Context: an optimization exercise on an open-source flow, tuned for small area, a short achievable clock period and few clock cycles per item. The choices shown serve that exercise and are no tape-out recipe. Where RTL was checked, it was by simulation tests only, not by an equivalence proof against the original.

==> job 3431 <==
==> flow/design.v <==
package instr_register_pkg;
   localparam int unsigned NUM_REGS = 32;
   typedef logic [4:0]         address_t;
   typedef logic signed [31:0] operand_t;
   typedef logic signed [63:0] result_t;
   typedef enum logic [3:0] {
      ZERO  = 4'd0,
      PASSA = 4'd1,
      PASSB = 4'd2,
      ADD   = 4'd3,
      SUB   = 4'd4,
      MULT  = 4'd5,
      DIV   = 4'd6,
      MOD   = 4'd7
   } opcode_t;
   typedef struct packed {
      opcode_t  opc;
      operand_t a;
      operand_t b;
   } instruction_t;
endpackage
module instr_reader_alu
(
   input  logic        mul,
   input  logic [31:0] v,
   input  logic [31:0] y,
   input  logic [2:0]  bd,
   input  logic        ysgn,
   input  logic        qin,
   output logic [31:0] v_next,
   output logic [1:0]  obits
);
   logic one, two, neg;
   always_comb begin
      if (mul) begin
         one = bd[1] ^ bd[0];
         two = (bd[2] & ~bd[1] & ~bd[0]) | (~bd[2] & bd[1] & bd[0]);
         neg = bd[2];
      end else begin
         one = 1'b1;
         two = 1'b0;
         neg = ~ysgn;
      end
   end
   logic [33:0] xa, ya, s;
   always_comb begin
      xa = {{2{mul & v[31]}}, v};
      ya = ({34{one}} & {{2{y[31]}}, y}) | ({34{two}} & {y[31], y, 1'b0});
      ya = ya ^ {34{neg}};
   end
   logic [33:0] g0, p0;
   logic [34:0] gg, pp;
   always_comb begin
      g0 = xa & ya;
      p0 = xa ^ ya;
      gg = {g0, neg};
      pp = {p0, 1'b0};
      for (int d = 1; d < 35; d = d * 2)
         for (int k = 2 * d - 1; k < 35; k = k + 2 * d) begin
            gg[k] = gg[k] | (pp[k] & gg[k - d]);
            pp[k] = pp[k] & pp[k - d];
         end
      for (int d = 16; d >= 1; d = d / 2)
         for (int k = 3 * d - 1; k < 35; k = k + 2 * d) begin
            gg[k] = gg[k] | (pp[k] & gg[k - d]);
            pp[k] = pp[k] & pp[k - d];
         end
      for (int i = 0; i < 34; i++) s[i] = p0[i] ^ gg[i];
   end
   logic take;
   assign take = ~s[32];
   always_comb begin
      if (mul) begin
         v_next = s[33:2];
         obits  = s[1:0];
      end else begin
         v_next = take ? {s[30:0], qin} : {v[30:0], qin};
         obits  = {1'b0, take};
      end
   end
endmodule
module instr_reader
(
   input  logic         clk,
   input  logic         reset,
   input  logic         start,
   input  instr_register_pkg::address_t     start_addr,
   input  logic [5:0]   num_instr,
   output instr_register_pkg::address_t     read_pointer,
   input  instr_register_pkg::instruction_t instruction_word,
   output logic         result_valid,
   input  logic         result_ready,
   output instr_register_pkg::result_t      result,
   output instr_register_pkg::address_t     result_addr,
   output instr_register_pkg::opcode_t      result_opc,
   output logic         div_by_zero,
   output logic         busy,
   output logic         done
);
   localparam int RM  = 8;         
   localparam int NGM = 32 / RM;
   localparam int RD  = 4;         
   localparam int NGD = 32 / RD;
   logic [5:0]  fetch_cnt;        
   logic        instr_v;          
   logic [2:0]  step;             
   instr_register_pkg::instruction_t instr_q;
   logic [63:0] res_q;
   wire [3:0]   opc = instr_q.opc;
   wire [31:0]  a   = instr_q.a;
   wire [31:0]  b   = instr_q.b;
   function automatic logic [3:0] groups_u(input logic [31:0] x);
      groups_u = '0;
      for (int j = 0; j < NGD; j++)
         if (x[j*RD +: RD] != '0) groups_u = 4'(j + 1);
   endfunction
   function automatic logic [2:0] groups_s(input logic [31:0] x);
      groups_s = 3'(NGM);
      for (int n = NGM - 1; n >= 1; n--)
         if (($signed(x) >>> (n*RM - 1)) == 32'sd0 || ($signed(x) >>> (n*RM - 1)) == -32'sd1)
            groups_s = 3'(n);
   endfunction
   wire        op_mul  = (opc == instr_register_pkg::MULT);
   wire        op_div  = (opc == instr_register_pkg::DIV);
   wire        op_mod  = (opc == instr_register_pkg::MOD);
   wire        op_add  = (opc == instr_register_pkg::ADD);
   wire        op_sub  = (opc == instr_register_pkg::SUB);
   wire        op_pa   = (opc == instr_register_pkg::PASSA);
   wire        op_pb   = (opc == instr_register_pkg::PASSB);
   wire        sa      = a[31];
   wire        sb      = b[31];
   wire        b_zero  = (b == '0);
   function automatic logic [31:0] cneg(input logic [31:0] x, input logic n);
      logic [31:0] xi;
      logic [8:0]  cb;
      logic        c;
      xi    = x ^ {32{n}};
      cb[0] = n;
      for (int k = 0; k < 8; k++) cb[k+1] = cb[k] & (&xi[4*k +: 4]);
      for (int k = 0; k < 8; k++) begin
         c = cb[k];
         for (int i = 4*k; i < 4*k + 4; i++) begin
            cneg[i] = xi[i] ^ c;
            c       = xi[i] & c;
         end
      end
   endfunction
   wire [31:0] abs_a   = cneg(a, sa);
   wire [31:0] bm      = b ^ {32{sb}};         
   wire [3:0]  na      = groups_u(abs_a);
   wire [3:0]  nb      = groups_u(bm);
   wire        quick   = (na < nb);             
   wire [3:0]  kd_raw  = na - nb;               
   wire [2:0]  kd_m1   = (kd_raw > 4'(NGD - 1)) ? 3'(NGD - 1) : 3'(kd_raw);
   wire        long_div = (op_div || op_mod) && !b_zero && !quick;
   wire [2:0]  ga      = groups_s(a);
   wire [2:0]  gb      = groups_s(b);
   wire        swap    = (ga < gb);
   wire [1:0]  gm_m1   = op_mul ? 2'((swap ? ga : gb) - 3'd1) : 2'd0;
   wire [2:0]  last_step = long_div ? kd_m1 : {1'b0, gm_m1};
   wire        first   = (step == '0);
   wire        last    = (step == last_step);
   logic [31:0] h0, mb, hi0, lo0;
   always_comb begin
      if (op_add || op_sub || op_pa || (op_mod && !b_zero)) h0 = a;
      else if (op_pb)                                       h0 = b;
      else                                                  h0 = '0;
      if (op_mul)      mb = swap ? a : b;
      else if (op_add) mb = 32'd1;
      else if (op_sub) mb = '1;
      else             mb = '0;
      if (long_div) begin
         hi0 = abs_a >> (int'(kd_m1) * RD + RD - 1);
         lo0 = abs_a << (32 - (int'(kd_m1) * RD + RD));
      end else begin
         hi0 = h0;
         lo0 = mb;
      end
   end
   logic [31:0] hi_in, lo_in;
   assign hi_in = first ? hi0 : res_q[63:32];
   assign lo_in = first ? lo0 : res_q[31:0];
   wire        use_a   = op_mul && !swap;
   wire [31:0] mop     = use_a ? a : b;
   logic        bprev;                       
   logic [RM:0] bwin;
   assign bwin  = {lo_in[RM-1:0], first ? 1'b0 : bprev};
   logic [31:0] vr [0:RD];
   logic [1:0]  ob [0:RD-1];
   assign vr[0] = hi_in;
   for (genvar i = 0; i < RD; i++) begin : g_row
      instr_reader_alu u_row (
         .mul    (!long_div),
         .v      (vr[i]),
         .y      (mop),
         .bd     (bwin[2*i +: 3]),
         .ysgn   (sb),
         .qin    (lo_in[30 - i]),
         .v_next (vr[i+1]),
         .obits  (ob[i])
      );
   end
   logic [RM-1:0] pbit;
   logic [RD-1:0] qbit;
   for (genvar i = 0; i < RD; i++) begin : g_bits
      assign pbit[2*i +: 2] = ob[i];
      assign qbit[RD-1-i]   = ob[i][0];
   end
   logic [63:0] mul_res, div_res, next_res;
   logic [31:0] lo_m, lo_d, dv;
   logic        dneg;
   always_comb begin
      lo_m    = {pbit, lo_in[31:RM]};         
      lo_d    = {lo_in[31-RD:0], qbit};       
      mul_res = $signed({vr[RD], lo_m}) >>> (32 - (int'(gm_m1) + 1) * RM);
      dv      = op_div ? lo_d : {1'b0, vr[RD][31:1]};
      dneg    = op_div ? (sa ^ sb) : sa;
      div_res = {{32{dneg && (dv != '0)}}, cneg(dv, dneg)};
      if (long_div) next_res = last ? div_res : {vr[RD], lo_d};
      else          next_res = last ? mul_res : {vr[RD], lo_m};
   end
   logic replay;
   wire  out_free = !result_valid || result_ready;
   wire  go       = instr_v && !replay && out_free;
   wire  retire   = go && last;
   wire  fetch    = busy && (fetch_cnt != '0) && !replay && (!instr_v || last);
   always_ff @(posedge clk or posedge reset) begin
      if (reset) begin
         busy         <= 1'b0;
         done         <= 1'b0;
         result_valid <= 1'b0;
         instr_v      <= 1'b0;
         replay       <= 1'b0;
         step         <= '0;
      end else begin
         if (!busy) begin
            if (start) begin
               busy <= 1'b1;
               done <= (num_instr == '0);
            end
         end else if (done) begin
            busy <= 1'b0;
            done <= 1'b0;
         end else if (result_valid && result_ready && !instr_v && fetch_cnt == '0) begin
            done <= 1'b1;
         end
         if (go) result_valid <= last;
         else if (result_ready) result_valid <= 1'b0;
         if (go) step <= last ? '0 : step + 3'd1;
         replay <= fetch && instr_v && !go;
         if (fetch) instr_v <= 1'b1;
         else if (replay || retire) instr_v <= 1'b0;
      end
   end
   always_ff @(posedge clk) begin
      if (!busy && start) begin
         read_pointer <= start_addr;
         fetch_cnt    <= num_instr;
      end else if (fetch) begin
         read_pointer <= read_pointer + 5'd1;
         fetch_cnt    <= fetch_cnt - 6'd1;
      end else if (replay) begin
         read_pointer <= read_pointer - 5'd2;
         fetch_cnt    <= fetch_cnt + 6'd2;
      end
      if (fetch) instr_q <= instruction_word;
      if (go) res_q <= next_res;
      if (go) bprev <= lo_in[RM-1];
      if (retire) begin
         result_addr <= read_pointer - 5'd1;
         result_opc  <= instr_register_pkg::opcode_t'(opc);
         div_by_zero <= (op_div || op_mod) && b_zero;
      end
   end
   assign result = res_q;
endmodule
==> flow/flow/run.sh <==
#!/bin/bash
# Layout flow: the standard flow (standard.sh) with two changes.
#  1. Synthesis maps the logic with an area-oriented ABC script
#     (flow/area.abc: choice computation and &nf mapping, without the
#     repeated delay-oriented restructuring of the speed script)
#     instead of ORFS's speed script. Everything else in synthesis is
#     the standard flow's script (synth_recipe.tcl) and ORFS's synth.tcl unchanged, so
#     the registers are the standard synthesis's.
#  2. Port buffers are sky130_fd_sc_hd__buf_2 cells.
# Each tool's output goes to a log of its own in this folder.
set -euo pipefail
W=$(pwd)
F=$W/flow
ABC_DELAY_PS=30000

# ORFS's synth.tcl with the ABC script and delay target replaced
sed "s|^  log_cmd abc {\*}\$abc_args|  set abc_args [lreplace \$abc_args 1 1 $F/area.abc]\n  set abc_args [lreplace \$abc_args end end $ABC_DELAY_PS]\n  log_cmd abc {*}\$abc_args|" \
   "$FLOW_HOME/scripts/synth.tcl" > "$W/synth_area.tcl"
grep -q "area.abc" "$W/synth_area.tcl"
sed "s|source \$::env(SCRIPTS_DIR)/synth.tcl|source $W/synth_area.tcl|" \
   "$W/synth_recipe.tcl" > "$W/synth_recipe_area.tcl"
grep -q "synth_area.tcl" "$W/synth_recipe_area.tcl"
sed "s|SYNTH_SCRIPT=[^ ]*|SYNTH_SCRIPT=$W/synth_recipe_area.tcl|" \
   "$W/standard.sh" > "$W/standard_area.sh"
grep -q "synth_recipe_area.tcl" "$W/standard_area.sh"

export BUFFER_PORTS_ARGS="-buffer_cell sky130_fd_sc_hd__buf_2"

bash "$W/standard_area.sh" synth > "$W/synth.log" 2>&1
bash "$W/standard.sh" > "$W/layout.log" 2>&1
test -s "$W/out/final.def"
==> flow/flow/area.abc <==
strash
&get -n
&dch -f
&nf
&put
topo
stime -c
buffer -c
upsize -c
dnsize -c
==> flow/standard.sh <==
#!/bin/bash
# synth_recipe.tcl (not shown) runs the flow's synth.tcl, then flattens the netlist and writes it again
# the make line also repeats each setting of config.mk as NAME=value (left out here)
make -C /OpenROAD-flow-scripts/flow DESIGN_CONFIG=/design/flow/config.mk WORK_HOME=/design/flow/orfs CLKGATE_MAP_FILE= SYNTH_SCRIPT=/design/flow/synth_recipe.tcl "${@:-finish}"
==> flow/config.mk <==
export PLATFORM = sky130hd
export DESIGN_NAME = instr_reader
export DESIGN_NICKNAME = instr_reader
export VERILOG_FILES = /design/flow/design.v
export SDC_FILE = /design/flow/constraint.sdc
export NUM_CORES = 8
export LEC_CHECK = 0
export CAP_MARGIN = 20
export CORE_MARGIN = 2
export CORE_UTILIZATION = 40
export SETUP_SLACK_MARGIN = 5
export SLEW_MARGIN = 20
==> flow/constraint.sdc <==
create_clock -name core_clock -period 210.0 [get_ports {clk}]
set_input_delay 42.0000 -clock core_clock [delete_from_list [all_inputs] [get_ports {clk}]]
set_output_delay 42.0000 -clock core_clock [all_outputs]
set_load 0.01 [all_outputs]
==> job 9411 (differences from job 3431) <==
==> flow/design.v, changed modules only <==
module instr_reader
(
   input  logic         clk,
   input  logic         reset,
   input  logic         start,
   input  instr_register_pkg::address_t     start_addr,
   input  logic [5:0]   num_instr,
   output instr_register_pkg::address_t     read_pointer,
   input  instr_register_pkg::instruction_t instruction_word,
   output logic         result_valid,
   input  logic         result_ready,
   output instr_register_pkg::result_t      result,
   output instr_register_pkg::address_t     result_addr,
   output instr_register_pkg::opcode_t      result_opc,
   output logic         div_by_zero,
   output logic         busy,
   output logic         done
);
   localparam int RM  = 8;         
   localparam int NGM = 32 / RM;
   localparam int RD  = 4;         
   localparam int NGD = 32 / RD;
   logic [5:0]  fetch_cnt;        
   logic        instr_v;          
   logic [2:0]  step;             
   instr_register_pkg::instruction_t instr_q;
   logic [63:0] res_q;
   wire [3:0]   opc = instr_q.opc;
   wire [31:0]  a   = instr_q.a;
   wire [31:0]  b   = instr_q.b;
   function automatic logic [3:0] groups_u(input logic [31:0] x);
      groups_u = '0;
      for (int j = 0; j < NGD; j++)
         if (x[j*RD +: RD] != '0) groups_u = 4'(j + 1);
   endfunction
   function automatic logic [2:0] groups_s(input logic [31:0] x);
      groups_s = 3'(NGM);
      for (int n = NGM - 1; n >= 1; n--)
         if (((x ^ {32{x[31]}}) >> (n*RM - 1)) == '0)
            groups_s = 3'(n);
   endfunction
   wire        op_mul  = (opc == instr_register_pkg::MULT);
   wire        op_div  = (opc == instr_register_pkg::DIV);
   wire        op_mod  = (opc == instr_register_pkg::MOD);
   wire        op_add  = (opc == instr_register_pkg::ADD);
   wire        op_sub  = (opc == instr_register_pkg::SUB);
   wire        op_pa   = (opc == instr_register_pkg::PASSA);
   wire        op_pb   = (opc == instr_register_pkg::PASSB);
   wire        sa      = a[31];
   wire        sb      = b[31];
   wire        b_zero  = (b == '0);
   function automatic logic [31:0] cneg(input logic [31:0] x, input logic n);
      logic [31:0] xi;
      logic [8:0]  cb;
      logic        c;
      xi    = x ^ {32{n}};
      cb[0] = n;
      for (int k = 0; k < 8; k++) cb[k+1] = cb[k] & (&xi[4*k +: 4]);
      for (int k = 0; k < 8; k++) begin
         c = cb[k];
         for (int i = 4*k; i < 4*k + 4; i++) begin
            cneg[i] = xi[i] ^ c;
            c       = xi[i] & c;
         end
      end
   endfunction
   wire [31:0] abs_a   = cneg(a, sa);
   wire [31:0] bm      = b ^ {32{sb}};         
   wire [3:0]  na      = groups_u(abs_a);
   wire [3:0]  nb      = groups_u(bm);
   wire        quick   = (na < nb);             
   wire [3:0]  kd_raw  = na - nb;               
   wire [2:0]  kd_m1   = (kd_raw > 4'(NGD - 1)) ? 3'(NGD - 1) : 3'(kd_raw);
   wire        b_unit   = (b[31:1] == '0 && b[0]) || (b == '1);
   wire        long_div = (op_div || op_mod) && !b_zero && !b_unit && !quick;
   wire        prod     = op_mul || (op_div && b_unit);
   wire [2:0]  ga      = groups_s(a);
   wire [2:0]  gb      = groups_s(b);
   wire        swap    = (ga < gb);
   wire [1:0]  gm_m1   = prod ? 2'((swap ? ga : gb) - 3'd1) : 2'd0;
   wire [2:0]  last_step = long_div ? kd_m1 : {1'b0, gm_m1};
   wire        first   = (step == '0);
   wire        last    = (step == last_step);
   logic [31:0] h0, mb, hi0, lo0;
   always_comb begin
      h0 = (op_add || op_sub || op_pa || (op_mod && !b_zero && !b_unit)) ? a : '0;
      if (prod)                  mb = swap ? a : b;
      else if (op_add || op_pb)  mb = 32'd1;
      else if (op_sub)           mb = '1;
      else                       mb = '0;
      if (long_div) begin
         hi0 = abs_a >> (int'(kd_m1) * RD + RD - 1);
         lo0 = abs_a << (32 - (int'(kd_m1) * RD + RD));
      end else begin
         hi0 = h0;
         lo0 = mb;
      end
   end
   logic [31:0] hi_in, lo_in;
   assign hi_in = first ? hi0 : res_q[63:32];
   assign lo_in = first ? lo0 : res_q[31:0];
   wire        use_a   = prod && !swap;
   wire [31:0] mop     = use_a ? a : b;
   logic        bprev;                       
   logic [RM:0] bwin;
   assign bwin  = {lo_in[RM-1:0], first ? 1'b0 : bprev};
   logic [31:0] vr [0:RD];
   logic [1:0]  ob [0:RD-1];
   assign vr[0] = hi_in;
   for (genvar i = 0; i < RD; i++) begin : g_row
      instr_reader_alu u_row (
         .mul    (!long_div),
         .v      (vr[i]),
         .y      (mop),
         .bd     (bwin[2*i +: 3]),
         .ysgn   (sb),
         .qin    (lo_in[30 - i]),
         .v_next (vr[i+1]),
         .obits  (ob[i])
      );
   end
   logic [RM-1:0] pbit;
   logic [RD-1:0] qbit;
   for (genvar i = 0; i < RD; i++) begin : g_bits
      assign pbit[2*i +: 2] = ob[i];
      assign qbit[RD-1-i]   = ob[i][0];
   end
   logic [63:0] wb, mul_t, next_res;
   logic [1:0]  msh;
   logic [31:0] lo_m, lo_d, dv;
   logic        dneg;
   always_comb begin
      lo_m    = {pbit, lo_in[31:RM]};         
      lo_d    = {lo_in[31-RD:0], qbit};       
      dv      = (op_div || !last) ? lo_d : {1'b0, vr[RD][31:1]};
      dneg    = last && (op_div ? (sa ^ sb) : sa);
      if (long_div) begin
         wb[31:0]  = cneg(dv, dneg);
         wb[63:32] = last ? {32{dneg && wb[31]}} : vr[RD];
      end else begin
         wb        = {vr[RD], lo_m};
      end
      msh      = (last && !long_div) ? ~gm_m1 : 2'd0;
      mul_t    = msh[1] ? {{16{wb[63]}}, wb[63:16]} : wb;
      next_res = msh[0] ? {{8{mul_t[63]}}, mul_t[63:8]} : mul_t;
   end
   logic replay;
   wire  out_free = !result_valid || result_ready;
   wire  go       = instr_v && !replay && out_free;
   logic result_idle;                         
   wire  res_free = result_idle || result_ready;
   wire  retire   = go && last;
   wire  fetch    = busy && (fetch_cnt != '0) && !replay && (!instr_v || last);
   always_ff @(posedge clk or posedge reset) begin
      if (reset) begin
         busy         <= 1'b0;
         done         <= 1'b0;
         result_valid <= 1'b0;
         result_idle  <= 1'b1;
         instr_v      <= 1'b0;
         replay       <= 1'b0;
         step         <= '0;
      end else begin
         if (!busy) begin
            if (start) begin
               busy <= 1'b1;
               done <= (num_instr == '0);
            end
         end else if (done) begin
            busy <= 1'b0;
            done <= 1'b0;
         end else if (result_valid && result_ready && !instr_v && fetch_cnt == '0) begin
            done <= 1'b1;
         end
         if (go) begin
            result_valid <= last;
            result_idle  <= !last;
         end else if (result_ready) begin
            result_valid <= 1'b0;
            result_idle  <= 1'b1;
         end
         if (go) step <= last ? '0 : step + 3'd1;
         replay <= fetch && instr_v && !go;
         if (fetch) instr_v <= 1'b1;
         else if (replay || retire) instr_v <= 1'b0;
      end
   end
   always_ff @(posedge clk) begin
      if (!busy && start) begin
         read_pointer <= start_addr;
         fetch_cnt    <= num_instr;
      end else if (fetch) begin
         read_pointer <= read_pointer + 5'd1;
         fetch_cnt    <= fetch_cnt - 6'd1;
      end else if (replay) begin
         read_pointer <= read_pointer - 5'd2;
         fetch_cnt    <= fetch_cnt + 6'd2;
      end
      if (fetch) instr_q <= instruction_word;
      if (res_free) begin
         res_q       <= next_res;
         result_addr <= read_pointer - 5'd1;
         result_opc  <= instr_register_pkg::opcode_t'(opc);
         div_by_zero <= (op_div || op_mod) && b_zero;
      end
      bprev <= lo_in[RM-1];
   end
   assign result = res_q;
endmodule
==> flow/flow/run.sh (replaced) <==
#!/bin/bash
# Layout flow: the standard flow (standard.sh) with two changes.
#  1. Synthesis maps the combinational logic with flow/area.abc (two rounds
#     of dc2 AIG restructuring, then choice computation and &nf mapping,
#     instead of the delay-oriented restructuring of ORFS's speed script).
#     Everything else in synthesis is the standard flow's synth_recipe.tcl and ORFS's
#     synth.tcl unchanged, so the registers are those of the standard
#     synthesis.
#  2. Port buffers are sky130_fd_sc_hd__buf_1 cells.
# Each tool's output goes to a log of its own in this folder.
set -euo pipefail
W=$(pwd)
F=$W/flow

# ORFS's synth.tcl with the ABC script replaced
sed "s|^  log_cmd abc {\*}\$abc_args|  set abc_args [lreplace \$abc_args 1 1 $F/area.abc]\n  log_cmd abc {*}\$abc_args|" \
   "$FLOW_HOME/scripts/synth.tcl" > "$W/synth_area.tcl"
grep -q "area.abc" "$W/synth_area.tcl"
sed "s|source \$::env(SCRIPTS_DIR)/synth.tcl|source $W/synth_area.tcl|" \
   "$W/synth_recipe.tcl" > "$W/synth_recipe_area.tcl"
grep -q "synth_area.tcl" "$W/synth_recipe_area.tcl"
sed "s|SYNTH_SCRIPT=[^ ]*|SYNTH_SCRIPT=$W/synth_recipe_area.tcl|" \
   "$W/standard.sh" > "$W/standard_area.sh"
grep -q "synth_recipe_area.tcl" "$W/standard_area.sh"

export BUFFER_PORTS_ARGS="-buffer_cell sky130_fd_sc_hd__buf_1"

bash "$W/standard_area.sh" synth > "$W/synth.log" 2>&1
bash "$W/standard.sh" > "$W/layout.log" 2>&1
test -s "$W/out/final.def"
==> flow/flow/area.abc (replaced) <==
strash
dc2
dc2
&get -n
&dch -f
&nf
&put
topo
stime -c
buffer -c
upsize -c
dnsize -c
Settings changed: CORE_UTILIZATION 40 to 60, CTS_BUF_LIST from default to sky130_fd_sc_hd__clkbuf_8, PLACE_DENSITY from default to 0.7.
==> results_dict.tcl <==
set metrics [dict create \
    yosysSeqAreaShare_pct 19.2 \
    status "complete, no violations" \
    initial_core_util_pct 40.5 \
    num-nonclk-inverters 150 \
    die_area_um2 64800 \
    syn_to_final_growth_pct 9.33 \
    rows 91 \
    worstSetupStartpoint "result_ready" \
    yosys.area_share.simple_pct 16.4 \
    nonClkBufAreaFrac_pct 5.23 \
    drtIter0Drc 4204 \
    regToRegSetupSlack_ns 178.68 \
]
Source of the figures above: job 3431

==> results_dict.tcl <==
set metrics [dict create \
    status "complete, no violations" \
    die_area_um2 39100 \
    yosys.area_share.simple_pct 13.1 \
    initial_core_util_pct 61.2 \
    yosysSeqAreaShare_pct 21.5 \
    rows 70 \
]
Source of the figures above: job 9411

Testbench counts of job 9411, summed over its fixed seeds: cycles 10,380, items 6,351.
For job 3431, only the layout was checked, not whether the RTL still works.

port drivers added, routing unchanged:
The flow's constraints put no driver on any port. The routed layouts listed below were extracted and timed again, unchanged, in two steps.
Step 1, drivers: a clkbuf_16 drives clk and a buf_2 each remaining input, both assumed.
Step 2 times the ports against the registers' clock, not the clock port: input delays grow and output delays shrink by t, the midpoint of the rising clock arrivals with the driver on.
Slacks: no drivers / after step 1 / after step 2; pairs: no drivers / after step 1.
run | shift t [ns] | slack for setup (ns) | worst slew at a driven data input, ns | cell pins on the clock port's net
job 3431 | 0.502 | 166.769 / 166.769 / 166.284 | 0.06 | 1
job 9411 | 0.553 | 166.761 / 166.711 / 166.533 | 0.05 | 1
After both steps setup and hold are still met in every run listed. For job 3431, which loses most, drivers alone change the setup slack by 0.000 ns; drivers and shift together by -0.485 ns.
